Background: an optimization exercise with open tools, aiming at small area, a short achievable clock period and few clock cycles. Do not read the settings as production practice. At most, simulation tests tie the RTL to the original design; equivalence was not proved. Power and IR drop assume default switching activity.

Design tag_value_order_message_parser, start of the top module:
module tag_value_order_message_parser #(
  parameter int unsigned INSTRUMENT_BYTES = 8
) (
  input  logic        clk_i,
  input  logic        rst_ni,
  input  logic        cfg_valid_i,
  input  logic [7:0]  cfg_field_separator_i,
  output logic        cfg_ready_o,
  input  logic        in_valid_i,
  input  logic [7:0]  in_data_byte_i,
  input  logic        in_is_last_i,
  output logic        in_ready_o,
  output logic        out_valid_o,
  input  logic        out_ready_i,
  output logic [6:0]  out_present_mask_o,
  output logic [31:0] out_order_id_o,
  output logic [31:0] out_client_id_o,
  output logic [31:0] out_side_code_o,
  output logic [31:0] out_order_quantity_o,
  output logic [31:0] out_order_kind_o,
  output logic [31:0] out_limit_price_o,
  output logic [63:0] out_instrument_text_o,
  output logic [3:0]  out_instrument_length_o,
  output logic [1:0]  out_status_o
);
Size in the first run: roughly 2300 cells after synthesis, about 420 flip-flops, ~290 I/O pins, ~20000 um^2 of cells after synthesis.
export LEC_CHECK = 0
export CAP_MARGIN = 20
export CORE_MARGIN = 2
export CORE_UTILIZATION = 55
export CTS_BUF_LIST = sky130_fd_sc_hd__clkbuf_8
export SETUP_SLACK_MARGIN = 4.0
export SLEW_MARGIN = 20
export TNS_END_PERCENT = 10
create_clock -name core_clock -period 6.0 [get_ports {clk_i}]
standard.sh (not shown) runs the stock make flow with config.mk's settings and CLKGATE_MAP_FILE= SYNTH_SCRIPT=/design/flow/synth_recipe.tcl, a recipe that flattens the netlist after the stock synthesis.
==> flow/flow/run.sh <==
#!/bin/bash
# The standard layout, with two changes: the port buffers are buf_2 cells in place of
# the delay buffer buffer_ports picks on its own, and synthesis leaves adders to ABC
# (no full/half adder cells), which gives a faster accumulator. Each tool's output
# goes to standard.log.
set -euo pipefail
export BUFFER_PORTS_ARGS="-buffer_cell sky130_fd_sc_hd__buf_2"
export ADDER_MAP_FILE=
bash standard.sh finish > standard.log 2>&1
The first run produced a clean layout.
Change:
- SETUP_SLACK_MARGIN: 4.0 -> 3.5
- TNS_END_PERCENT: 10 -> 5
Count of clock-buffer cells in the layout is unchanged.
Area after synthesis is unchanged.
Clock skew decreases by 0.0054 ns.
Routed wire length decreases by about 17%.
Maximum frequency climbs by 1.6%.
Hold slack improved by 0.017 ns.
Flip-flop and latch count stays the same.
Core utilization drops by 10 points.
Synthesized cell count is unchanged.
Change:
- CORE_UTILIZATION: 55 -> 40
- CTS_BUF_LIST: sky130_fd_sc_hd__clkbuf_8 -> not set
- SETUP_SLACK_MARGIN: 3.5 -> 4.0
Register-to-register slack improved by 0.03 ns.
Routed wire length grows by 9.2%.
Flip-flop and latch count is unchanged.
Cell count grows by 7.5%.
Cell area grows by 9.4%.
Critical path depth shrinks by 1.
Area after synthesis is unchanged.
Clock power grows by about 16%.
Clock skew grows by 0.034 ns.
Die area grows by 37%.
Worst hold slack is about the same.
Change:
- SETUP_SLACK_MARGIN: 4.0 -> 3.5
Critical path depth does not change; setup slack improved by 0.052 ns; design area drops by a few percent; die area is unchanged; fmax climbs slightly; total power drops by a few percent; flip-flop and latch count stays the same; global-route usage drops by 0.95 points; clock-buffer cell count is unchanged.
No functional check of the RTL was part of any run of this note.


Another version of the RTL of tag_value_order_message_parser (not shown whole).
Size in the first run: roughly 2100 cells after synthesis, ~380 flip-flops, roughly 290 I/O pins, ~18000 um^2 of cells after synthesis.
// tag_value_order_message_parser
module tag_value_order_message_parser #(
  parameter int unsigned INSTRUMENT_BYTES = 8
) (
  input  logic        clk_i,
  input  logic        rst_ni,
  input  logic        cfg_valid_i,
  input  logic [7:0]  cfg_field_separator_i,
  output logic        cfg_ready_o,
  input  logic        in_valid_i,
  input  logic [7:0]  in_data_byte_i,
  input  logic        in_is_last_i,
  output logic        in_ready_o,
  output logic        out_valid_o,
  input  logic        out_ready_i,
  output logic [6:0]  out_present_mask_o,
  output logic [31:0] out_order_id_o,
  output logic [31:0] out_client_id_o,
  output logic [31:0] out_side_code_o,
  output logic [31:0] out_order_quantity_o,
  output logic [31:0] out_order_kind_o,
  output logic [31:0] out_limit_price_o,
  output logic [63:0] out_instrument_text_o,
  output logic [3:0]  out_instrument_length_o,
  output logic [1:0]  out_status_o
);
  logic [7:0]  sep_q;
  logic        in_v_q;
  logic [7:0]  byte_q;
  logic [4:0]  dig_q;
  logic        last_q;
  tvo_pkg::field_t      fld_q;
  tvo_pkg::field_t      base;
  tvo_pkg::field_t      fld_d;
  logic        fresh_q;
  logic        pend_q;
  logic        emit_q;
  logic        advance;
  logic        is_sep;
  logic        is_eq;
  logic        is_digit;
  logic        is_space;
  logic        key_55;
  logic        key_num;
  logic [31:0] acc_next;
  logic        acc_ovf;
  assign cfg_ready_o = 1'b1;
  always_ff @(posedge clk_i or negedge rst_ni) begin
    if (!rst_ni) begin
      sep_q <= tvo_pkg::SEP_RESET;
    end else if (cfg_valid_i) begin
      sep_q <= cfg_field_separator_i;
    end
  end
  logic out_v_q;
  logic clr_q;
  logic rdy_q;
  assign advance    = !(pend_q && (out_v_q || clr_q));
  assign in_ready_o = rdy_q;
  ...
clock: 6.0 ns
lec_check: 0
cap_margin: 20
core_margin: 2
core_utilization: 55
cts_buf_list: sky130_fd_sc_hd__clkbuf_8
setup_slack_margin: 3.25
slew_margin: 20
tns_end_percent: 5
==> flow/flow/run.sh <==
#!/bin/bash
# The standard layout, with two changes: the port buffers are buf_1 cells in place of
# the delay buffer buffer_ports picks on its own, and synthesis leaves adders to ABC
# (no full/half adder cells), which gives a faster accumulator. Each tool's output
# goes to standard.log.
set -euo pipefail
export BUFFER_PORTS_ARGS="-buffer_cell sky130_fd_sc_hd__buf_1"
export ADDER_MAP_FILE=
bash standard.sh finish > standard.log 2>&1
Testbench counts at the start, summed over its fixed seeds: cycles 68,502.
Rerun with:
- SETUP_SLACK_MARGIN: 3.25 -> 2.5
After rerunning: Global-route usage goes down by 0.64 points. Synthesized area is unchanged. Sequential power goes up by about 5%. Cell area goes down by 4.8%. Total power goes down by 5.6%. Clock power goes down by about 3%. Hold slack barely changes. Utilization goes down by 3.3 points. Sequential share of layout area goes up by 2.0 points.
Rerun with:
- SETUP_SLACK_MARGIN: 2.5 -> 3.5
Outcome:
- The new run passed the timing, DRC and antenna checks
- core utilization went up by 5.1 points
- setup slack improved by 0.55 ns
- total power went up by a little under a tenth
- sequential power went down by a few percent

==> port drivers added, routing unchanged <==
The results above use ideal ports. As a check the final layouts listed here were re-extracted and re-timed, cells and wires unchanged. Step 1 assumes that a clkbuf_16 drives the clock port and a buf_2 every other input. Step 2, shift: input delay + t, output delay - t, t = (earliest + latest rising clock arrival at the registers) / 2. This alone moves slack from input paths to output paths. Three values: ideal ports, drivers, drivers and shift; two values: the first two.
| run | t (ns) | setup WS [ns] | worst setup path at the end | slew at the worst register clock pin (ns) | worst data-port slew with drivers (ns) |
|---|---|---|---|---|---|
| the first run of note 1 | 0.708 | 3.127 / 3.127 / 3.127 | register to register | 0.07 / 0.07 | 0.04 |
| the second run of note 1 | 0.686 | 3.171 / 3.171 / 3.171 | register to register | 0.07 / 0.07 | 0.03 |
| the third run of note 1 | 0.643 | 3.197 / 3.197 / 3.197 | register to register | 0.07 / 0.07 | 0.04 |
| the fourth run of note 1 | 0.649 | 3.249 / 3.249 / 3.249 | register to register | 0.07 / 0.07 | 0.04 |
| the first run of note 2 | 0.631 | 2.887 / 2.887 / 2.887 | register to register | 0.06 / 0.06 | 0.03 |
| the second run of note 2 | 0.635 | 2.328 / 2.328 / 2.328 | register to register | 0.06 / 0.06 | 0.03 |
| the third run of note 2 | 0.634 | 2.878 / 2.878 / 2.878 | register to register | 0.07 / 0.07 | 0.03 |
After both steps every run listed still meets setup and hold.
